This is an optimization exercise on Yosys and OpenROAD, whose aim is small area, a short achievable clock period and few clock cycles per item, not a production implementation.
Function was not checked in any run shown here: the RTL went through the layout flow alone.
No activity file was given, so power comes from the tool's default toggle rates.

`design/flow/config.mk`:
```
export PLATFORM = sky130hd
export DESIGN_NAME = chip8_instruction_execute_top
export DESIGN_NICKNAME = chip8_instruction_execute_top
export VERILOG_FILES = /design/flow/design.v
export SDC_FILE = /design/flow/constraint.sdc
export NUM_CORES = 4
export LEC_CHECK = 0
export CAP_MARGIN = 20
export CORE_MARGIN = 2
export CORE_UTILIZATION = 40
export SLEW_MARGIN = 20
```
`design/flow/run.sh`:
```
#!/bin/bash
# synth_recipe.tcl (not shown) runs the flow's synth.tcl, then flattens the netlist and writes it again
# the make line also repeats each setting of config.mk as NAME=value (left out here)
make -C /OpenROAD-flow-scripts/flow DESIGN_CONFIG=/design/flow/config.mk WORK_HOME=/design/flow/orfs CLKGATE_MAP_FILE= SYNTH_SCRIPT=/design/flow/synth_recipe.tcl finish
```
`design/flow/design.v`:
```
`timescale 1ns / 1ps
`default_nettype none
package c8ie_pkg;
    localparam int unsigned PC_W   = 12;
    localparam int unsigned VREG_W = 8;
    localparam int unsigned VIDX_W = 4;
    localparam int unsigned VREG_N = 16;
    localparam logic [PC_W-1:0]   RESET_START_ADDR = 12'h200;
    localparam logic [VIDX_W-1:0] FLAG_REG         = 4'hF;
    localparam logic [11:0]       NNN_RETURN       = 12'h0EE;
    localparam logic [1:0] ST_OK        = 2'd0;
    localparam logic [1:0] ST_OVERFLOW  = 2'd1;
    localparam logic [1:0] ST_UNDERFLOW = 2'd2;
    localparam logic [1:0] ST_UNHANDLED = 2'd3;
endpackage
`default_nettype wire
`timescale 1ns / 1ps
`default_nettype none
module c8ie_stack #(
    parameter int unsigned STACK_DEPTH = 16,
    parameter int unsigned AW          = 4
) (
    input  wire logic                        aclk,
    input  wire logic                        wr_en,
    input  wire logic [AW-1:0]               wr_addr,
    input  wire logic [c8ie_pkg::PC_W-1:0]   wr_data,
    input  wire logic [AW-1:0]               rd_addr,
    output logic      [c8ie_pkg::PC_W-1:0]   rd_data
);
    logic [c8ie_pkg::PC_W-1:0] mem [STACK_DEPTH];
    always_ff @(posedge aclk) begin
        if (wr_en) begin
            mem[wr_addr] <= wr_data;
        end
    end
    assign rd_data = mem[rd_addr];
endmodule
`default_nettype wire
`timescale 1ns / 1ps
`default_nettype none
module c8ie_vreg_file (
    input  wire logic                          aclk,
    input  wire logic                          clr,
    input  wire logic                          rw,
    input  wire logic [c8ie_pkg::VIDX_W-1:0]   num,
    input  wire logic [c8ie_pkg::VREG_W-1:0]   val,
    input  wire logic                          fw,
    input  wire logic                          fval,
    input  wire logic [c8ie_pkg::VIDX_W-1:0]   rd_x,
    input  wire logic [c8ie_pkg::VIDX_W-1:0]   rd_y,
    output logic      [c8ie_pkg::VREG_W-1:0]   vx,
    output logic      [c8ie_pkg::VREG_W-1:0]   vy
);
    logic [c8ie_pkg::VREG_W-1:0] mem [c8ie_pkg::VREG_N];
    logic [c8ie_pkg::VREG_W-1:0] wval, fwval;
    assign wval  = val;
    assign fwval = fw ? {{(c8ie_pkg::VREG_W-1){1'b0}}, fval} : val;
    always_ff @(posedge aclk) begin
        for (int k = 0; k < c8ie_pkg::VREG_N - 1; k++) begin
            if (clr || (rw && num == c8ie_pkg::VIDX_W'(k))) begin
                mem[k] <= wval;
            end
        end
        if (clr || fw || (rw && num == c8ie_pkg::FLAG_REG)) begin
            mem[c8ie_pkg::VREG_N-1] <= fwval;
        end
    end
    assign vx = mem[rd_x];
    assign vy = mem[rd_y];
endmodule
`default_nettype wire
`timescale 1ns / 1ps
`default_nettype none
module c8ie_exec (
    input  wire logic [15:0]                   ins,
    input  wire logic [7:0]                    ctl,
    input  wire logic                          clr,
    input  wire logic [c8ie_pkg::PC_W-1:0]     pc,
    input  wire logic [c8ie_pkg::PC_W-1:0]     idx,
    input  wire logic                          empty,
    input  wire logic                          full,
    input  wire logic [c8ie_pkg::VREG_W-1:0]   vx,
    input  wire logic [c8ie_pkg::VREG_W-1:0]   vy,
    input  wire logic [c8ie_pkg::PC_W-1:0]     stack_top,
    output logic      [c8ie_pkg::PC_W-1:0]     pc_next,
    output logic      [c8ie_pkg::PC_W-1:0]     pc_inc,
    output logic      [c8ie_pkg::PC_W-1:0]     idx_next,
    output logic                               push,
    output logic                               pop,
    output logic      [c8ie_pkg::VREG_W-1:0]   val,
    output logic                               fval,
    output logic      [1:0]                    status
);
    logic [3:0]  op, n;
    logic [7:0]  nn;
    logic [11:0] nnn, pc_skip;
    logic        a_inv, b_inv, b_nn, cin, sel_sum, is_ret;
    logic        is_sys, is_jmp, is_call, is_skeqi, is_sknei, is_skeqr, is_skner;
    logic        is_ld, is_alu, is_ldi, fn_known, skip;
    logic [7:0]  a, b, s, other;
    logic        cout;
    assign op  = ins[15:12];
    assign n   = ins[3:0];
    assign nn  = ins[7:0];
    assign nnn = ins[11:0];
    assign {a_inv, b_inv, b_nn, cin, sel_sum, is_ret} = ctl[7:2];
    assign is_sys   = (op == 4'h0);
    assign is_jmp   = (op == 4'h1);
    assign is_call  = (op == 4'h2);
    assign is_skeqi = (op == 4'h3);
    assign is_sknei = (op == 4'h4);
    assign is_skeqr = (op == 4'h5);
    assign is_ld    = (op == 4'h6);
    assign is_alu   = (op == 4'h8);
    assign is_skner = (op == 4'h9);
    assign is_ldi   = (op == 4'hA);
    assign fn_known = (n[3] == 1'b0) || (n == 4'hE);
    assign a = vx ^ {8{a_inv}};
    assign b = b_nn ? nn : (vy ^ {8{b_inv}});
    c8ie_add8 u_add (
        .a    (a),
        .b    (b),
        .cin  (cin),
        .s    (s),
        .cout (cout)
    );
    always_comb begin
        other = '0;
        if (!clr) begin
            if (is_ld) begin
                other = nn;
            end else begin
                case (n)
                    4'h0:    other = vy;
                    4'h1:    other = vx | vy;
                    4'h2:    other = vx & vy;
                    4'h3:    other = vx ^ vy;
                    4'h6:    other = {1'b0, vx[7:1]};
                    4'hE:    other = {vx[6:0], 1'b0};
                    default: other = '0;
                endcase
            end
        end
    end
    assign val = (sel_sum && !clr) ? s : other;
    always_comb begin
        case (n)
            4'h6:    fval = vx[0];
            4'hE:    fval = vx[7];
            default: fval = cout;
        endcase
    end
    always_comb begin
        pc_inc[0]  = pc[0];
        pc_skip[0] = pc[0];
        pc_skip[1] = pc[1];
        for (int k = 1; k < 12; k++) begin
            pc_inc[k] = pc[k] ^ (&(pc | (12'hFFF << k) | 12'h001));
        end
        for (int k = 2; k < 12; k++) begin
            pc_skip[k] = pc[k] ^ (&(pc | (12'hFFF << k) | 12'h003));
        end
    end
    assign skip = (is_skeqi && (vx == nn)) || (is_sknei && (vx != nn)) ||
                  (is_skeqr && (vx == vy)) || (is_skner && (vx != vy));
    assign push = is_call && !full;
    assign pop  = is_ret && !empty;
    always_comb begin
        if (pop) begin
            pc_next = stack_top;
        end else if (is_jmp || push) begin
            pc_next = nnn;
        end else if (skip) begin
            pc_next = pc_skip;
        end else begin
            pc_next = pc_inc;
        end
    end
    assign idx_next = is_ldi ? nnn : idx;
    always_comb begin
        status = c8ie_pkg::ST_OK;
        if (is_ret && empty) begin
            status = c8ie_pkg::ST_UNDERFLOW;
        end else if (is_call && full) begin
            status = c8ie_pkg::ST_OVERFLOW;
        end else if ((is_sys && !is_ret) || (op > 4'hA) || (is_alu && !fn_known)) begin
            status = c8ie_pkg::ST_UNHANDLED;
        end
    end
endmodule
module c8ie_predec (
    input  wire logic [15:0] ins,
    output logic      [7:0]  ctl
);
    logic [3:0] op, n;
    logic       is_alu, is_addi, fn_known, fn_arith;
    assign op       = ins[15:12];
    assign n        = ins[3:0];
    assign is_alu   = (op == 4'h8);
    assign is_addi  = (op == 4'h7);
    assign fn_known = (n[3] == 1'b0) || (n == 4'hE);
    assign fn_arith = (n == 4'h4) || (n == 4'h5) || (n == 4'h7);
    assign ctl[7] = is_alu && (n == 4'h7);                         
    assign ctl[6] = (n == 4'h5);                                   
    assign ctl[5] = is_addi;                                       
    assign ctl[4] = is_alu && ((n == 4'h5) || (n == 4'h7));        
    assign ctl[3] = is_addi || (is_alu && fn_arith);               
    assign ctl[2] = (ins == {4'h0, c8ie_pkg::NNN_RETURN});         
    assign ctl[1] = (op == 4'h6) || is_addi || (is_alu && fn_known);    
    assign ctl[0] = is_alu && (fn_arith || n == 4'h6 || n == 4'hE);     
endmodule
module c8ie_add8 (
    input  wire logic [7:0] a,
    input  wire logic [7:0] b,
    input  wire logic       cin,
    output logic      [7:0] s,
    output logic            cout
);
    logic [8:0] g0, p0, g1, p1, g2, p2, g3;
    always_comb begin
        g0[0] = cin;
        p0[0] = 1'b0;
        for (int k = 0; k < 8; k++) begin
            g0[k+1] = a[k] & b[k];
            p0[k+1] = a[k] ^ b[k];
        end
        for (int k = 0; k < 9; k++) begin
            g1[k] = (k >= 1) ? (g0[k] | (p0[k] & g0[k-1])) : g0[k];
            p1[k] = (k >= 1) ? (p0[k] & p0[k-1]) : p0[k];
        end
        for (int k = 0; k < 9; k++) begin
            g2[k] = (k >= 2) ? (g1[k] | (p1[k] & g1[k-2])) : g1[k];
            p2[k] = (k >= 2) ? (p1[k] & p1[k-2]) : p1[k];
        end
        for (int k = 0; k < 9; k++) begin
            g3[k] = (k >= 4) ? (g2[k] | (p2[k] & g2[k-4])) : g2[k];
        end
        for (int k = 0; k < 8; k++) begin
            s[k] = p0[k+1] ^ g3[k];
        end
        cout = g2[8] | (p2[8] & g3[4]);
    end
endmodule
`default_nettype wire
`timescale 1ns / 1ps
`default_nettype none
module chip8_instruction_execute_top #(
    parameter int unsigned STACK_DEPTH = 16
) (
    input  wire logic        aclk,
    input  wire logic        aresetn,
    input  wire logic        cfg_valid,
    output logic             cfg_ready,
    input  wire logic [11:0] cfg_start_address,
    input  wire logic        s_valid,
    output logic             s_ready,
    input  wire logic [15:0] s_instruction,
    output logic             m_valid,
    input  wire logic        m_ready,
    output logic [11:0]      m_pc_value,
    output logic [11:0]      m_index_value,
    output logic             m_reg_written,
    output logic [3:0]       m_reg_number,
    output logic [7:0]       m_vreg_data,
    output logic             m_flag_written,
    output logic             m_flag_value,
    output logic [1:0]       m_status
);
    localparam int unsigned CW = $clog2(STACK_DEPTH + 1);
    localparam int unsigned AW = (STACK_DEPTH > 1) ? $clog2(STACK_DEPTH) : 1;
    localparam int unsigned RW = 17;    
    logic        s_ready_reg, rst_reg;
    logic        r_valid_reg, r2_valid_reg, e_valid_reg, h_valid_reg;
    logic        r_valid_nxt, r2_valid_nxt, e_valid_nxt, h_valid_nxt;
    logic        e_fire, r_adv, r_load, accept, h_en;
    logic [15:0] r_ins_reg, r2_ins_reg;
    logic [7:0]  rd_x, rd_y, fwd_x, fwd_y;
    logic [15:0] e_ins_reg;
    logic [7:0]  opx_reg, opy_reg;
    logic [7:0]  r_ctl, e_ctl_reg;
    logic [11:0]   pc_reg, idx_reg;
    logic [CW-1:0] cnt_reg;
    logic [AW-1:0] tp_reg;
    logic [11:0] pc_next, pc_inc, idx_next, stack_top;
    logic        push, pop, e_rw, e_fw, e_fval, w_rw, w_fw;
    logic [7:0]  e_val;
    logic [1:0]  e_status;
    logic [3:0]  e_num;
    logic [RW-1:0] e_res;
    logic [RW-1:0] h_res_reg;
    assign cfg_ready = 1'b1;
    assign s_ready   = s_ready_reg;
    assign h_en    = !h_valid_reg || m_ready;
    assign e_fire  = e_valid_reg && h_en;
    assign r_adv   = !e_valid_reg || h_en;
    assign r_load  = r_adv || !r_valid_reg;
    assign accept  = s_valid && s_ready_reg;
    assign e_num = e_ins_reg[11:8];
    assign e_rw  = e_ctl_reg[1];
    assign e_fw  = e_ctl_reg[0];
    assign w_rw  = e_fire && e_rw;
    assign w_fw  = e_fire && e_fw;
    c8ie_predec u_predec (
        .ins (r_ins_reg),
        .ctl (r_ctl)
    );
    c8ie_vreg_file u_vregs (
        .aclk  (aclk),
        .clr   (rst_reg),
        .rw    (w_rw),
        .num   (e_num),
        .val   (e_val),
        .fw    (w_fw),
        .fval  (e_fval),
        .rd_x  (r_ins_reg[11:8]),
        .rd_y  (r_ins_reg[7:4]),
        .vx    (rd_x),
        .vy    (rd_y)
    );
    always_comb begin
        fwd_x = rd_x;
        if (e_valid_reg && e_fw && r_ins_reg[11:8] == c8ie_pkg::FLAG_REG) begin
            fwd_x = {7'd0, e_fval};
        end else if (e_valid_reg && e_rw && r_ins_reg[11:8] == e_num) begin
            fwd_x = e_val;
        end
        fwd_y = rd_y;
        if (e_valid_reg && e_fw && r_ins_reg[7:4] == c8ie_pkg::FLAG_REG) begin
            fwd_y = {7'd0, e_fval};
        end else if (e_valid_reg && e_rw && r_ins_reg[7:4] == e_num) begin
            fwd_y = e_val;
        end
    end
    c8ie_stack #(
        .STACK_DEPTH (STACK_DEPTH),
        .AW          (AW)
    ) u_stack (
        .aclk    (aclk),
        .wr_en   (e_fire && push),
        .wr_addr (cnt_reg[AW-1:0]),
        .wr_data (pc_inc),
        .rd_addr (tp_reg),
        .rd_data (stack_top)
    );
    c8ie_exec u_exec (
        .ins       (e_ins_reg),
        .ctl       (e_ctl_reg),
        .clr       (rst_reg),
        .pc        (pc_reg),
        .idx       (idx_reg),
        .empty     (cnt_reg == '0),
        .full      (cnt_reg >= CW'(STACK_DEPTH)),
        .vx        (opx_reg),
        .vy        (opy_reg),
        .stack_top (stack_top),
        .pc_next   (pc_next),
        .pc_inc    (pc_inc),
        .idx_next  (idx_next),
        .push      (push),
        .pop       (pop),
        .val       (e_val),
        .fval      (e_fval),
        .status    (e_status)
    );
    assign e_res = {e_rw, e_num, e_val, e_fw, e_fval, e_status};
    always_comb begin
        r_valid_nxt  = r_load ? (r2_valid_reg || accept) : 1'b1;
        r2_valid_nxt = r2_valid_reg ? !r_adv : (accept && r_valid_reg && !r_adv);
        e_valid_nxt  = r_adv ? r_valid_reg : 1'b1;
        h_valid_nxt  = h_en ? e_valid_reg : 1'b1;
    end
    always_ff @(posedge aclk) begin
        rst_reg <= !aresetn;
        if (!aresetn) begin
            s_ready_reg  <= 1'b1;
            r_valid_reg  <= 1'b0;
            r2_valid_reg <= 1'b0;
            e_valid_reg  <= 1'b0;
            h_valid_reg  <= 1'b0;
        end else begin
            s_ready_reg  <= !r2_valid_nxt;
            r_valid_reg  <= r_valid_nxt;
            r2_valid_reg <= r2_valid_nxt;
            e_valid_reg  <= e_valid_nxt;
            h_valid_reg  <= h_valid_nxt;
        end
    end
    always_ff @(posedge aclk) begin
        if (aresetn && cfg_valid) begin
            pc_reg <= cfg_start_address;
        end else if (rst_reg) begin
            pc_reg <= c8ie_pkg::RESET_START_ADDR;
        end else if (e_fire) begin
            pc_reg <= pc_next;
        end
        if (rst_reg) begin
            idx_reg <= '0;
            cnt_reg <= '0;
            tp_reg  <= '1;
        end else if (e_fire) begin
            idx_reg <= idx_next;
            if (push) begin
                cnt_reg <= cnt_reg + CW'(1);
                tp_reg  <= tp_reg + AW'(1);
            end else if (pop) begin
                cnt_reg <= cnt_reg - CW'(1);
                tp_reg  <= tp_reg - AW'(1);
            end
        end
    end
    always_ff @(posedge aclk) begin
        if (r_load) begin
            r_ins_reg <= r2_valid_reg ? r2_ins_reg : s_instruction;
        end
        if (!r2_valid_reg) begin
            r2_ins_reg <= s_instruction;
        end
        if (r_adv) begin
            e_ins_reg <= r_ins_reg;
            e_ctl_reg <= r_ctl;
            opx_reg   <= fwd_x;
            opy_reg   <= fwd_y;
        end
        if (h_en) begin
            h_res_reg <= e_res;
        end
    end
    assign m_valid = h_valid_reg;
    assign {m_reg_written, m_reg_number, m_vreg_data, m_flag_written, m_flag_value,
            m_status} = h_res_reg;
    assign m_pc_value    = pc_reg;
    assign m_index_value = idx_reg;
endmodule
`default_nettype wire
```
`design/flow/constraint.sdc`:
```
create_clock -name core_clock -period 7.0 [get_ports {aclk}]
set_input_delay 1.4000 -clock core_clock [delete_from_list [all_inputs] [get_ports {aclk}]]
set_output_delay 1.4000 -clock core_clock [all_outputs]
set_load 0.01 [all_outputs]
```
==> impl_metrics.sql, run 1 <==
INSERT INTO impl_metrics (metric_group, metric, value, unit) VALUES
('status', 'outcome', 'timing/DRC/antenna clean', ''),
('yosys', 'top_cells_by_area_in_the_synthesized_netlist', 'sky130_fd_sc_hd__edfxtp_1 57%, sky130_fd_sc_hd__mux4_2 7.2%, sky130_fd_sc_hd__dfxtp_1 4.4%, sky130_fd_sc_hd__mux2i_1 2.5%, sky130_fd_sc_hd__ha_1 2.2%', ''),
('yosys', 'synth_largest_area_cell', 'sky130_fd_sc_hd__edfxtp_1', ''),
('worst_setup_path', 'required', '7.19', 'ns'),
('worst_setup_path', 'r2r_slack', '3.29', 'ns'),
('cts', 'clkLatencyLatePin', '0.61', 'ns'),
('yosys', 'synth.lib_cells_used.distinct', '81', ''),
('worst_setup_path', 'critical_path.slowest_cell', 'sky130_fd_sc_hd__nor2_1', ''),
('worst_setup_path', 'last_element_of_the_critical_path', 'u_stack.mem[6][11]', ''),
('floorplan', 'boundaryPins', '77', ''),
('sta', 'totalNegativeSetupSlack', '0', 'ns'),
('yosys', 'yosysTopAreaCellShare', '57.5', '%'),
('worst_setup_path', 'cpLargestDelayFamily', 'simple AND/OR/NAND/NOR gates', ''),
('worst_setup_path', 'crit_path_start_kind', 'input port', ''),
('run', 'max_cap_violations', '0', ''),
('worst_setup_path', 'crit_path_cell_trace', 'clkdlybuf4s50_1 -> nor2b_1 -> inv_1 -> buf_4 -> and2_0 -> nand4b_1 -> nor2_1', ''),
('yosys', 'postSynth.topFlopCell', 'sky130_fd_sc_hd__edfxtp_1', ''),
('sta', 'finalWorstPathRequiredPeriod', '3.95', 'ns'),
('route', 'wl', '62.3', 'mm'),
('yosys', 'synth.cell_area', '0.0212', 'mm2'),
('global_routing', 'grt_max_degree', '49', ''),
('cts', 'postCtsSetupBuffers', '0', ''),
('route', 'drtPass1Iterations', '6', ''),
('sta', 'finalSetupViolations', '0', ''),
('global_routing', 'grt_pass1_wl', '90.9', 'mm'),
('power', 'pwr_density_cell', '267', 'mW/mm2'),
('yosys', 'synth-edff-count', '405', ''),
('cts', 'cts_htree_levels', '2', ''),
('global_routing', 'first_global_vias', '13600', ''),
('cts', 'cts.clk_slew.worst_paths', '0.06', 'ns'),
('worst_setup_path', 'data_arrival_time_of_the_critical_path', '4.14', 'ns'),
('place', 'hpwl', '41.9', 'mm'),
('worst_setup_path', 'critical_path_cell_count', '7', ''),
('cts', 'post_cts.resized_instances', '0', ''),
('cts', 'clock_sinks', '452', ''),
('yosys', 'syn-mean-instance-area', '13.8', 'um2'),
('final_layout', 'fin_area', '0.0241', 'mm2'),
('route', 'antenna_left', '0', ''),
('floorplan', 'rows', '84', ''),
('global_routing', 'antenna_found_initial', '0', ''),
('sta', 'fin_worst_skew', '0.0444', 'ns'),
('route', 'drc_errors', '0', ''),
('route', 'post_drt_via_cell_ratio', '6.09', ''),
('worst_setup_path', 'worst_path_largest_cell_delay', '0.89', 'ns'),
('floorplan', 'die_w', '234', 'um'),
('floorplan', 'placeableCoreArea', '0.0524', 'mm2'),
('yosys', 'synthesis.nets', '1606', ''),
('worst_setup_path', 'cp-startpoint', 'm_ready', ''),
('worst_hold_path', 'timing.hold.worst.class', 'register to register', ''),
('sta', 'final_min_period_over_clock_period', '56.4', '%'),
('sta', 'worst-slew-pin-transition', '1.17', 'ns'),
('floorplan', 'die_h', '234', 'um'),
('cts', 'cts_made_buffers', '47', ''),
('sta', 'timing.final.max_slew_violations', '0', ''),
('floorplan', 'die_area', '0.0547', 'mm2'),
('place', 'placed_cell_area', '0.0225', 'mm2'),
('yosys', 'synth_seq_cells', '452', ''),
('cts', 'cts-root-to-sink-buffers', '3', ''),
('worst_setup_path', 'worstReg2RegEnd', 'u_vregs.mem[14][6]', ''),
('place', 'finalWeightedCongestion', '0.916', ''),
('sta', 'relSlewSlack', '22.0', '%'),
('route', 'drt-initial-drc-count', '1979', ''),
('worst_setup_path', 'setup.worst_path.class', 'input port to register', ''),
('global_routing', 'grt_overflow', '0', ''),
('sta', 'achievable-frequency', '0.253', 'GHz'),
('power', 'peakVddDrop', '0.184', 'mV'),
('route', 'vias', '14000', ''),
('yosys', 'synthesis.yosys.warnings', '6', ''),
('cts', 'tritoncts', 'yes', ''),
('worst_setup_path', 'crit-reg2reg-launch', 'e_ctl_reg[6]', ''),
('global_routing', 'globalRouteTotalUtil', '22.7', '%');
==> where the power goes <==
group          leakage [uW]  switching [uW]  internal, uW
combinational       0.00337             417           255
clock              0.000759            1080          1470
sequential          0.00437             119          3100
total               0.00850            1610          4820
==> layer usage <==
layer  routed length (um)  up-vias  share of wire (%)  GRT usage (%)
met5                   48        -              0.077          0.714
met4                 2350        2                3.8           8.52
met3                 6510      146                 10           6.31
met2                26400      848                 42           32.7
met1                27000     7018                 43           32.7
li1                     -     6022                  -              -
==> cell usage in the layout, fill, tap and decap left out, drive strengths merged, types with 22 or more instances in the layout <==
cell type / instances
a21oi: 73
clkdlybuf4s50: 75
nor2: 105
mux4: 68
nand3: 29
xor2: 31
inv: 43
clkbuf: 60
buf: 22
edfxtp: 405
nand2: 114
mux2: 35
ha: 37
o21ai: 57
mux2i: 52
dfxtp: 47
a22oi: 22
==> cell type report <==
class,count,area [um2]
fillers,4601,28300
flip-flops and latches,452,13100
multi-input cells,940,7530
clock buffers,60,1300
repair buffers,97,916
well taps,688,861
clock inverters,26,269
inverters,42,158
==> metrics by stage <==
step | util [%] | std cells | total power, uW | setup slack (ns) | hold WS, ns
finish | 46.0 | 2305 | 6430 | 3.05 | 0.472
global route | 46.0 | 2305 | 6620 | 2.88 | 0.490
CTS | 46.0 | 2305 | 6450 | 3.01 | 0.475
detailed placement | 43.0 | 2219 | 3930 | 2.46 | 0.456
global placement | 43.0 | 2219 | 3920 | 2.48 | 0.456
floorplan | - | 1533 | 3630 | 3.48 | 0.421
==> cells by family after synthesis <==
| group | count (synthesis) | synth area share [%] |
|---|---|---|
| flip-flops | 452 | 61.9 |
| AND/OR/NAND/NOR | 375 | 8.61 |
| AO/OA/AOI/OAI | 317 | 10.3 |
| multiplexers | 155 | 11.6 |
| buffers and inverters | 141 | 2.99 |
| XOR/XNOR | 52 | 2.15 |
| adder cells (fa/ha/maj) | 40 | 2.47 |
| other | 1 | 0.0177 |
==> how the worst min path moves through the flow <==
stage	startpoint	to	slack (ns)	cells past startpoint
after floorplan	r_ins_reg[10]	e_ins_reg[10]	0.42	0
after global placement	r2_ins_reg[8]	r2_ins_reg[8]	0.46	1
after detailed placement	r2_ins_reg[15]	r2_ins_reg[15]	0.46	1
after CTS	r2_ins_reg[2]	r2_ins_reg[2]	0.47	1
after global routing	r2_ins_reg[2]	r2_ins_reg[2]	0.49	1
final	r2_ins_reg[2]	r2_ins_reg[2]	0.47	1
==> worst register-to-register path: stages, from the launching register on <==
cell                       delay, ns
sky130_fd_sc_hd__edfxtp_1       0.57
sky130_fd_sc_hd__xnor2_1        0.21
sky130_fd_sc_hd__o21ai_0        0.31
sky130_fd_sc_hd__ha_1           0.29
sky130_fd_sc_hd__a21o_1         0.17
sky130_fd_sc_hd__a21oi_1        0.26
sky130_fd_sc_hd__o21ai_0        0.16
sky130_fd_sc_hd__nand2_1        0.11
sky130_fd_sc_hd__xnor2_1        0.06
sky130_fd_sc_hd__a221oi_1       0.67
sky130_fd_sc_hd__inv_1          0.48
==> run 2: changes to the inputs <==
--- a/design/flow/config.mk
+++ b/design/flow/config.mk
@@ -5,7 +5,10 @@
 export SDC_FILE = /design/flow/constraint.sdc
 export NUM_CORES = 4
 export LEC_CHECK = 0
+export ABC_CLOCK_PERIOD_IN_PS = 2500
 export CAP_MARGIN = 20
 export CORE_MARGIN = 2
 export CORE_UTILIZATION = 40
+export SETUP_SLACK_MARGIN = 4.5
 export SLEW_MARGIN = 20
+export TNS_END_PERCENT = 5
==> impl_metrics.sql, run 2 <==
INSERT INTO impl_metrics (metric_group, metric, value, unit) VALUES
('floorplan', 'die_w', '234', 'um'),
('yosys', 'synthesis.nets', '1606', ''),
('place', 'hpwl', '41.6', 'mm'),
('final_layout', 'most-common-layout-cells', '405 x sky130_fd_sc_hd__edfxtp_1, 115 x sky130_fd_sc_hd__buf_4, 104 x sky130_fd_sc_hd__nand2_1, 88 x sky130_fd_sc_hd__nor2_1, 69 x sky130_fd_sc_hd__a21oi_1', ''),
('floorplan', 'placeableCoreArea', '0.0524', 'mm2'),
('final_layout', 'fin_area', '0.0261', 'mm2'),
('final_layout', 'areaGrowthSynthToFinish', '23.4', '%'),
('worst_setup_path', 'critical_path.max_fanout', '1', ''),
('cts', 'clockRootBuffer', 'sky130_fd_sc_hd__clkbuf_16', ''),
('sta', 'smallest_setup_slack_after_layout', '4.28', 'ns'),
('yosys', 'synthArstFlopShare', '0', '%'),
('global_routing', 'grt_overflow', '0', ''),
('global_routing', 'first_global_vias', '14200', ''),
('final_layout', 'final_cells', '2444', ''),
('floorplan', 'boundaryPins', '77', ''),
('worst_setup_path', 'worstSetupEndpointType', 'primary output', ''),
('floorplan', 'rows', '84', ''),
('cts', 'clock_sinks', '452', ''),
('sta', 'totalNegativeSetupSlack', '0', 'ns'),
('cts', 'cts_hold_buf', '0', ''),
('sta', 'rsz0062_at_grt', 'true', ''),
('floorplan', 'die_area', '0.0547', 'mm2'),
('yosys', 'synth_most_common_cell', 'sky130_fd_sc_hd__edfxtp_1', ''),
('route', 'avgRoutedWirePerCell', '26.1', 'um'),
('floorplan', 'start_util', '40.3', '%'),
('worst_setup_path', 'worst_path_largest_cell_delay', '0.41', 'ns'),
('status', 'outcome', 'timing/DRC/antenna clean', ''),
('route', 'vias', '14700', ''),
('yosys', 'synth_seq_cells', '452', ''),
('worst_setup_path', 'cpLargestDelayFamily', 'flip-flops', ''),
('yosys', 'postSynth.topFlopCell', 'sky130_fd_sc_hd__edfxtp_1', ''),
('sta', 'final_min_period_over_clock_period', '38.8', '%'),
('place', 'finalWeightedCongestion', '0.931', ''),
('worst_setup_path', 'crit_path_start_kind', 'register', ''),
('cts', 'cts_made_buffers', '48', ''),
('sta', 'finalWorstPathRequiredPeriod', '2.72', 'ns'),
('sta', 'timing.final.max_slew_violations', '0', ''),
('yosys', 'top_cells_by_area_in_the_synthesized_netlist', 'sky130_fd_sc_hd__edfxtp_1 57%, sky130_fd_sc_hd__mux4_2 7.2%, sky130_fd_sc_hd__dfxtp_1 4.4%, sky130_fd_sc_hd__mux2i_1 2.5%, sky130_fd_sc_hd__ha_1 2.2%', ''),
('final_layout', 'largest_reg_flops', '192', ''),
('sta', 'finalSetupViolations', '0', ''),
('place', 'dp_cells', '2217', ''),
('power', 'power_leakage', '0.00954', 'uW'),
('yosys', 'synth_sequential_area_ratio', '61.9', '%'),
('global_routing', 'grt_max_degree', '49', ''),
('cts', 'cts-root-to-sink-buffers', '3', ''),
('sta', 'hold_ws', '0.471', 'ns'),
('worst_setup_path', 'critical_path.slowest_cell', 'sky130_fd_sc_hd__edfxtp_1', ''),
('worst_setup_path', 'crit_path_cell_trace', 'dlygate4sd2_1', ''),
('route', 'drt-initial-drc-count', '1809', ''),
('place', 'io_buffer_count', '75', ''),
('yosys', 'synth.lib_cells_used.distinct', '81', ''),
('worst_setup_path', 'required', '5.60', 'ns'),
('yosys', 'yosysTopAreaCellShare', '57.5', '%'),
('sta', 'fin_worst_skew', '0.0400', 'ns'),
('run', 'max_cap_violations', '0', ''),
('yosys', 'syn-mean-instance-area', '13.8', 'um2'),
('power', 'pwr_density_cell', '258', 'mW/mm2'),
('place', 'dp_worst_setup_slack', '2.10', 'ns'),
('final_layout', 'antenna_diode_count', '0', ''),
('yosys', 'synth-edff-count', '405', ''),
('cts', 'cts_htree_levels', '2', ''),
('final_layout', 'drive_gt1_share', '25.5', '%'),
('yosys', 'synth.cell_area', '0.0212', 'mm2'),
('sta', 'relSlewSlack', '26.4', '%'),
('route', 'post_drt_via_cell_ratio', '6.01', ''),
('floorplan', 'die_h', '234', 'um'),
('worst_hold_path', 'timing.hold.worst.class', 'register to register', ''),
('place', 'placed_cell_area', '0.0226', 'mm2'),
('final_layout', 'mostFrequentLayoutCell', 'sky130_fd_sc_hd__edfxtp_1', ''),
('sta', 'achievable-frequency', '0.368', 'GHz'),
('final_layout', 'design.final.nets', '1789', ''),
('yosys', 'synth_largest_area_cell', 'sky130_fd_sc_hd__edfxtp_1', ''),
('route', 'antenna_left', '0', ''),
('global_routing', 'globalRouteTotalUtil', '23.1', '%'),
('sta', 'timing.final.hold_violations', '0', ''),
('cts', 'tritoncts', 'yes', ''),
('power', 'peakVddDrop', '0.193', 'mV'),
('yosys', 'commonest_cells_post_synth', '405 x sky130_fd_sc_hd__edfxtp_1, 114 x sky130_fd_sc_hd__nand2_1, 105 x sky130_fd_sc_hd__nor2_1', ''),
('global_routing', 'antenna_found_initial', '1', ''),
('cts', 'clkLatencyLatePin', '0.61', 'ns'),
('worst_setup_path', 'setup.worst_path.class', 'register to primary output', ''),
('worst_setup_path', 'data_arrival_time_of_the_critical_path', '1.32', 'ns'),
('route', 'wl', '63.8', 'mm'),
('global_routing', 'grt_pass1_wl', '93.3', 'mm'),
('sta', 'worst-slew-pin-transition', '1.10', 'ns'),
('yosys', 'syn-instance-count', '1533', ''),
('route', 'drtPass1Iterations', '6', ''),
('route', 'drc_errors', '0', ''),
('cts', 'cts.clk_slew.worst_paths', '0.06', 'ns'),
('final_layout', 'n_fill_cell', '4417', ''),
('yosys', 'synthesis.yosys.warnings', '6', ''),
('worst_setup_path', 'crit_buf_inv', '1', '');
-- run 2: metal layers --
layer	GRT usage, %	share of wire, %	up-vias
li1	-	-	6327
met1	33.1	43	7372
met2	35.6	45	837
met3	4.35	9.1	146
met4	7.58	3.2	2
met5	0	0.013	-
-- run 2: stage by stage --
stage,total power (uW),util [%]
after floorplan,3630,-
after global placement,3910,43.0
after detailed placement,3920,43.0
after CTS,6690,48.8
after global routing,6930,49.8
final,6740,49.8
-- run 2: logic make-up (layout without fill, tap and decap cells) --
| group | Yosys count | after routing | synth area share, % |
|---|---|---|---|
| compound gates | 317 | 317 | 10.3 |
| flops | 452 | 452 | 61.9 |
| fa+ha+maj | 40 | 40 | 2.47 |
| simple gates | 375 | 376 | 8.61 |
| other cells | 1 | 1 | 0.0177 |
| buf+inv | 141 | 363 | 2.99 |
| mux | 155 | 155 | 11.6 |
| xor+xnor | 52 | 52 | 2.15 |
-- run 2: layout make-up --
type	count	area (um2)	area share, %
timing repair buffer	230	2260	8.65
clock buffer	54	1240	4.77
timing repair inverter	1	5.00	0.0192
sequential	452	13100	50.2
clock inverter	36	448	1.72
tap	688	861	3.30
multi-input combinational	941	8000	30.7
inverter	42	181	0.695
-- run 2: final timing paths --
check | cells after the start | endpoint | from | slack (ns)
setup / recovery | 1 | m_reg_number[2] | h_res_reg[14] | 4.28
hold / removal | 1 | r2_ins_reg[0] | r2_ins_reg[0] | 0.47
hold reg to reg | 1 | r2_ins_reg[0] | r2_ins_reg[0] | 0.47
setup reg to reg | 11 | u_vregs.mem[12][5] | e_ctl_reg[6] | 4.29
-- run 2: power breakdown --
part	internal (uW)	switching, uW
logic	339	481
registers	3100	101
clock network	1620	1100
-- run 2: timing repair --
action,4_1_cts,5_1_grt
cloned,3,1
endpoints found under the setup margin,645,473
resized for setup,138,53
endpoints found under the hold margin,0,0
setup buffers,98,35
pin swaps,27,17
==> run 3: changes to the inputs <==
--- a/design/flow/config.mk
+++ b/design/flow/config.mk
@@ -9,6 +9,6 @@
 export CAP_MARGIN = 20
 export CORE_MARGIN = 2
 export CORE_UTILIZATION = 40
-export SETUP_SLACK_MARGIN = 4.5
+export SETUP_SLACK_MARGIN = 4.3
 export SLEW_MARGIN = 20
 export TNS_END_PERCENT = 5
==> impl_metrics.sql, run 3 <==
INSERT INTO impl_metrics (metric_group, metric, value, unit) VALUES
('worst_setup_path', 'crit_buf_inv', '1', ''),
('sta', 'timing.final.max_slew_violations', '0', ''),
('sta', 'achievable-frequency', '0.338', 'GHz'),
('worst_hold_path', 'timing.hold.worst.class', 'register to register', ''),
('place', 'hpwl', '41.8', 'mm'),
('yosys', 'synth.cell_area', '0.0212', 'mm2'),
('sta', 'relSlewSlack', '23.9', '%'),
('global_routing', 'grt_pass1_wl', '92.3', 'mm'),
('floorplan', 'boundaryPins', '77', ''),
('worst_setup_path', 'critical_path.slowest_cell', 'sky130_fd_sc_hd__clkdlybuf4s50_1', ''),
('floorplan', 'die_area', '0.0547', 'mm2'),
('final_layout', 'areaGrowthSynthToFinish', '20.4', '%'),
('yosys', 'synth.lib_cells_used.distinct', '81', ''),
('global_routing', 'first_global_vias', '13900', ''),
('worst_setup_path', 'cpLargestDelayFamily', 'buffers and inverters', ''),
('floorplan', 'die_h', '234', 'um'),
('place', 'finalWeightedCongestion', '0.971', ''),
('route', 'post_drt_via_cell_ratio', '6.06', ''),
('final_layout', 'largest_reg_flops', '192', ''),
('yosys', 'synthesis.nets', '1606', ''),
('floorplan', 'rows', '84', ''),
('route', 'vias', '14600', ''),
('global_routing', 'grt_max_degree', '47', ''),
('route', 'wl', '63.2', 'mm'),
('worst_setup_path', 'crit-reg2reg-launch', 'opx_reg[5]', ''),
('sta', 'finalWorstPathRequiredPeriod', '2.96', 'ns'),
('sta', 'timing.final.hold_violations', '0', ''),
('route', 'avgRoutedWirePerCell', '26.2', 'um'),
('power', 'swShare', '25.7', '%'),
('final_layout', 'drive_gt1_share', '22.3', '%'),
('worst_setup_path', 'data_arrival_time_of_the_critical_path', '1.56', 'ns'),
('route', 'drc_errors', '0', ''),
('yosys', 'synth-edff-count', '405', ''),
('final_layout', 'design.final.nets', '1761', ''),
('worst_setup_path', 'crit_path_cell_trace', 'clkdlybuf4s50_1', ''),
('floorplan', 'start_util', '40.3', '%'),
('yosys', 'syn-mean-instance-area', '13.8', 'um2'),
('yosys', 'postSynth.topFlopCell', 'sky130_fd_sc_hd__edfxtp_1', ''),
('place', 'dp_worst_setup_slack', '2.74', 'ns'),
('route', 'antenna_left', '0', ''),
('cts', 'cts.clk_slew.worst_paths', '0.06', 'ns'),
('global_routing', 'grt_overflow', '0', ''),
('place', 'dp_cells', '2220', ''),
('global_routing', 'antenna_found_initial', '1', ''),
('yosys', 'synth_most_common_cell', 'sky130_fd_sc_hd__edfxtp_1', ''),
('floorplan', 'die_w', '234', 'um'),
('status', 'outcome', 'timing/DRC/antenna clean', ''),
('yosys', 'synth_largest_area_cell', 'sky130_fd_sc_hd__edfxtp_1', ''),
('yosys', 'synthesis.yosys.warnings', '6', ''),
('yosys', 'synth_sequential_area_ratio', '61.9', '%'),
('power', 'power.share.clock', '38.1', '%'),
('sta', 'worst-slew-pin-transition', '1.14', 'ns'),
('yosys', 'top_cells_by_area_in_the_synthesized_netlist', 'sky130_fd_sc_hd__edfxtp_1 57%, sky130_fd_sc_hd__mux4_2 7.2%, sky130_fd_sc_hd__dfxtp_1 4.4%, sky130_fd_sc_hd__mux2i_1 2.5%, sky130_fd_sc_hd__ha_1 2.2%', ''),
('sta', 'hold_ws', '0.456', 'ns'),
('worst_hold_path', 'hp-start', 'r_ins_reg[13]', ''),
('route', 'drt-initial-drc-count', '1710', ''),
('worst_setup_path', 'critical_path.max_fanout', '2', ''),
('power', 'internal_power', '4770', 'uW'),
('worst_setup_path', 'worst_path_largest_cell_delay', '0.55', 'ns'),
('worst_setup_path', 'crit_path_start_kind', 'register', ''),
('cts', 'clock_sinks', '452', ''),
('yosys', 'yosysTopAreaCellShare', '57.5', '%'),
('power', 'psw', '1650', 'uW'),
('cts', 'clkLatencyLatePin', '0.62', 'ns'),
('final_layout', 'n_fill_cell', '4445', ''),
('sta', 'fin_worst_skew', '0.0493', 'ns'),
('sta', 'final_min_period_over_clock_period', '42.3', '%'),
('yosys', 'synth_seq_cells', '452', ''),
('final_layout', 'mostFrequentLayoutCell', 'sky130_fd_sc_hd__edfxtp_1', ''),
('run', 'max_cap_violations', '0', ''),
('global_routing', 'globalRouteTotalUtil', '22.9', '%'),
('worst_setup_path', 'required', '5.60', 'ns'),
('power', 'power_leakage', '0.00914', 'uW'),
('yosys', 'synthArstFlopShare', '0', '%'),
('route', 'drtPass1Iterations', '8', ''),
('power', 'peakVddDrop', '0.198', 'mV'),
('worst_setup_path', 'setup.worst_path.class', 'register to primary output', ''),
('worst_setup_path', 'cp-startpoint', 'pc_reg[5]', ''),
('final_layout', 'antenna_diode_count', '0', ''),
('power', 'sequential_power_share', '50.0', '%'),
('sta', 'smallest_setup_slack_after_layout', '4.04', 'ns'),
('floorplan', 'placeableCoreArea', '0.0524', 'mm2'),
('power', 'pwr_density_cell', '252', 'mW/mm2'),
('cts', 'cts_made_buffers', '49', ''),
('final_layout', 'most-common-layout-cells', '405 x sky130_fd_sc_hd__edfxtp_1, 107 x sky130_fd_sc_hd__nand2_1, 101 x sky130_fd_sc_hd__buf_4, 88 x sky130_fd_sc_hd__nor2_1, 70 x sky130_fd_sc_hd__a21oi_1', ''),
('yosys', 'commonest_cells_post_synth', '405 x sky130_fd_sc_hd__edfxtp_1, 114 x sky130_fd_sc_hd__nand2_1, 105 x sky130_fd_sc_hd__nor2_1', ''),
('worst_setup_path', 'r2r_slack', '4.13', 'ns'),
('cts', 'cts_htree_levels', '2', ''),
('cts', 'clockRootBuffer', 'sky130_fd_sc_hd__clkbuf_16', ''),
('power', 'share_of_total_power_in_combinational_logic', '11.9', '%'),
('cts', 'tritoncts', 'yes', ''),
('sta', 'totalNegativeSetupSlack', '0', 'ns'),
('place', 'io_buffer_count', '75', ''),
('sta', 'rsz0062_at_grt', 'true', ''),
('sta', 'finalSetupViolations', '0', ''),
('cts', 'cts-root-to-sink-buffers', '3', ''),
('final_layout', 'final_cells', '2414', ''),
('yosys', 'syn-instance-count', '1533', ''),
('worst_setup_path', 'worstSetupEndpointType', 'primary output', '');
[run 3: what timing repair did]
item,4_1_cts,5_1_grt
setup buffers,65,37
gates cloned,2,1
pin swaps,18,19
gates resized for setup,52,42
hold buffers,0,0
endpoints found under the setup margin,527,284
[run 3: final timing paths]
path                         to  depth (start not counted)
hold reg to reg   e_ins_reg[13]                          0
hold / removal    e_ins_reg[13]                          0
setup reg to reg      pc_reg[1]                          9
setup / recovery  m_pc_value[5]                          1
[run 3: layout make-up]
| type | count | area, um2 | share of cell area, % |
|---|---|---|---|
| inverter | 42 | 179 | 0.702 |
| multi-input combinational | 940 | 7830 | 30.7 |
| timing repair inverter | 1 | 5.00 | 0.0196 |
| tap | 688 | 861 | 3.38 |
| sequential | 452 | 13100 | 51.5 |
| timing repair buffer | 202 | 1980 | 7.77 |
| clock inverter | 23 | 214 | 0.840 |
| clock buffer | 66 | 1300 | 5.10 |
[run 3: cells by family (layout without fill, tap and decap cells)]
group / Yosys count / count (layout) / share of synthesized area (%)
mux: 155 / 155 / 11.6
flops: 452 / 452 / 61.9
simple gates: 375 / 375 / 8.61
compound gates: 317 / 317 / 10.3
other cells: 1 / 1 / 0.0177
buf+inv: 141 / 334 / 2.99
fa+ha+maj: 40 / 40 / 2.47
xor+xnor: 52 / 52 / 2.15
[run 3: metal layers]
layer	GRT usage, %	up-vias	wire length, um
li1	-	6267	-
met1	33.5	7340	27600
met2	34.6	892	27900
met3	4.89	139	5880
met4	6.43	0	1840
met5	0	-	0
[run 3: stage by stage]
stage,power (uW),utilization [%],area (um2)
6_report,6420,48.6,25500
5_1_grt,6630,48.6,25500
4_1_cts,6380,47.7,25000
2_1_floorplan,3630,-,21300
3_5_place_dp,3920,43.1,22600
3_3_place_gp,3910,43.1,22600
[run 3: power by group through the flow]
stage	Combinational [uW]	Sequential (uW)	Clock [uW]
after floorplan	415	3220	0
final	767	3210	2450
after CTS	687	3210	2480
after global placement	637	3280	0
after detailed placement	647	3270	0
after global routing	824	3220	2580
==> run 4: changes to the inputs <==
==> design/flow/flow/run.sh (new file) <==
#!/bin/bash
# The standard layout, with plain buffers (instead of the delay cells the
# resizer picks by default) on the input and output ports.
set -euo pipefail
bash standard.sh BUFFER_PORTS_ARGS="-buffer_cell sky130_fd_sc_hd__buf_2" finish > standard_flow.log 2>&1
==> design/flow/standard.sh (new file) <==
#!/bin/bash
# synth_recipe.tcl (not shown) runs the flow's synth.tcl, then flattens the netlist and writes it again
# the make line also repeats each setting of config.mk as NAME=value (left out here)
make -C /OpenROAD-flow-scripts/flow DESIGN_CONFIG=/design/flow/config.mk WORK_HOME=/design/flow/orfs CLKGATE_MAP_FILE= SYNTH_SCRIPT=/design/flow/synth_recipe.tcl "${@:-finish}"
--- a/design/flow/config.mk
+++ b/design/flow/config.mk
@@ -9,6 +9,6 @@
 export CAP_MARGIN = 20
 export CORE_MARGIN = 2
 export CORE_UTILIZATION = 40
-export SETUP_SLACK_MARGIN = 4.3
+export SETUP_SLACK_MARGIN = 4.5
 export SLEW_MARGIN = 20
 export TNS_END_PERCENT = 5
removed: design/flow/run.sh
==> impl_metrics.sql, run 4 <==
INSERT INTO impl_metrics (metric_group, metric, value, unit) VALUES
('status', 'outcome', 'timing/DRC/antenna clean', ''),
('final_layout', 'design.final.nets', '1742', ''),
('final_layout', 'n_fill_cell', '4508', ''),
('sta', 'timing.final.max_slew_violations', '0', ''),
('final_layout', 'largest_reg_flops', '192', ''),
('floorplan', 'rows', '84', ''),
('floorplan', 'start_util', '40.3', '%'),
('floorplan', 'placeableCoreArea', '0.0524', 'mm2'),
('yosys', 'synth_seq_cells', '452', ''),
('yosys', 'synth_sequential_area_ratio', '61.9', '%'),
('yosys', 'synth_simple_gate_area_share', '8.61', '%'),
('worst_setup_path', 'crit_path_cell_trace', 'buf_2 -> nor2b_4 -> nor4_1 -> nand2_1 -> nand2_1', ''),
('floorplan', 'boundaryPins', '77', ''),
('place', 'io_buffer_count', '75', ''),
('floorplan', 'die_area', '0.0547', 'mm2'),
('sta', 'rsz0062_at_grt', 'true', ''),
('yosys', 'synth.mux.area_fraction', '11.6', '%'),
('final_layout', 'drive_gt1_share', '26.8', '%'),
('cts', 'cts_htree_levels', '2', ''),
('global_routing', 'grt_max_degree', '47', ''),
('worst_setup_path', 'crit-reg2reg-launch', 'e_ctl_reg[6]', ''),
('route', 'drt-initial-drc-count', '1928', ''),
('yosys', 'synth.lib_cells_used.distinct', '81', ''),
('route', 'drc_errors', '0', ''),
('place', 'dp_worst_setup_slack', '2.67', 'ns'),
('yosys', 'postSynth.topFlopCell', 'sky130_fd_sc_hd__edfxtp_1', ''),
('worst_setup_path', 'setup.worst_path.class', 'input port to register', ''),
('yosys', 'synthesis.nets', '1606', ''),
('final_layout', 'areaGrowthSynthToFinish', '18.4', '%'),
('route', 'antenna_left', '0', ''),
('yosys', 'synth-edff-count', '405', ''),
('worst_setup_path', 'crit_path_start_kind', 'input port', ''),
('sta', 'timing.final.hold_violations', '0', ''),
('final_layout', 'antenna_diode_count', '0', '');
-- run 4: cell counts after synthesis --
No cell type changed its count.
-- run 4: layer usage --
| layer | part of all wire, % | routed length (um) | track usage (%) | vias up |
|---|---|---|---|---|
| met5 | 0 | 0 | 0 | - |
| met4 | 2.7 | 1670 | 6.07 | 0 |
| met3 | 9.3 | 5810 | 4.33 | 130 |
| met2 | 45 | 28300 | 34.9 | 861 |
| met1 | 43 | 26900 | 32.9 | 7180 |
| li1 | - | - | - | 6215 |
-- run 4: stage by stage --
stage	util, %	instance area, um2	instances	hold slack, ns
final	47.8	25000	2396	0.473
after global routing	47.8	25000	2396	0.485
after floorplan	-	21300	1533	0.421
after detailed placement	42.4	22200	2218	0.460
after CTS	46.9	24600	2371	0.474
after global placement	42.4	22200	2218	0.452
-- run 4: cell families after synthesis --
| family | after synthesis |
|---|---|
| AO/OA/AOI/OAI | 317 |
| XOR/XNOR | 52 |
| adder cells (fa/ha/maj) | 40 |
| buffers and inverters | 141 |
| flip-flops | 452 |
| multiplexers | 155 |
| other | 1 |
| AND/OR/NAND/NOR | 375 |
-- run 4: area by class of cell --
cell class	count	area [um2]	share of cell area, %
Inverter	42	176	0.704
Clock inverter	31	302	1.20
Sequential cell	452	13100	52.3
Tap cell	688	861	3.44
Timing Repair Buffer	185	1470	5.88
Multi-Input combinational cell	940	7880	31.5
Clock buffer	57	1240	4.97
Timing Repair inverter	1	5.00	0.0200
-- run 4: worst max-delay path, delay by kind of cell --
| kind | cells | cell delay [ns] |
|---|---|---|
| buffers and inverters | 1 | 0.14 |
| AND/OR/NAND/NOR | 4 | 1.46 |
-- run 4: worst paths after layout --
path | endpoint | depth (start not counted) | slack, ns
setup / recovery | u_vregs.mem[4][4] | 5 | 4.21
hold / removal | r2_ins_reg[2] | 1 | 0.47
setup reg to reg | h_res_reg[10] | 14 | 4.21
hold reg to reg | r2_ins_reg[2] | 1 | 0.47
-- run 4: what timing repair did --
action | CTS | global route
pin swaps | 17 | 20
gates resized for setup | 42 | 38
buffers inserted | 63 | 25
cloned | 2 | 0
setup endpoints to repair | 642 | 503
endpoints found under the hold margin | 0 | 0
-- run 4: power by group --
| part | total (uW) | internal (uW) | switching [uW] | leakage [uW] |
|---|---|---|---|---|
| logic | 796 | 328 | 468 | 0.00397 |
| registers | 3210 | 3100 | 109 | 0.00437 |
| clock network | 2510 | 1400 | 1110 | 0.000740 |
| total | 6520 | 4830 | 1690 | 0.00908 |

[static timing again, ports no longer ideal]
How much do the figures lean on ideal ports? The routed layouts below were timed once more, with nothing changed but the port constraints.
Step 1 assumes that a clkbuf_16 drives the clock port and a buf_2 every other input.
Step 2 moves the port delays by t, midway between the first and last clock arrival at a register: inputs arrive t later, outputs are due t later. That takes back most of the time a late clock gives input paths.
Three values: ideal, step 1, step 2; two values: the first two.
| run | t, ns | setup WS [ns] | worst data-port slew with drivers (ns) |
|---|---|---|---|
| run 1 | 0.649 | 3.049 / 3.086 / 2.437 | 0.08 |
| run 2 | 0.646 | 4.281 / 4.221 / 3.704 | 0.05 |
| run 3 | 0.658 | 4.040 / 3.979 / 3.625 | 0.05 |
| run 4 | 0.647 | 4.208 / 4.210 / 3.600 | 0.06 |
After both steps setup and hold are still met in every run listed. The setup slack of run 1, which loses most, moves by +0.037 ns with the drivers and by -0.612 ns with both steps.
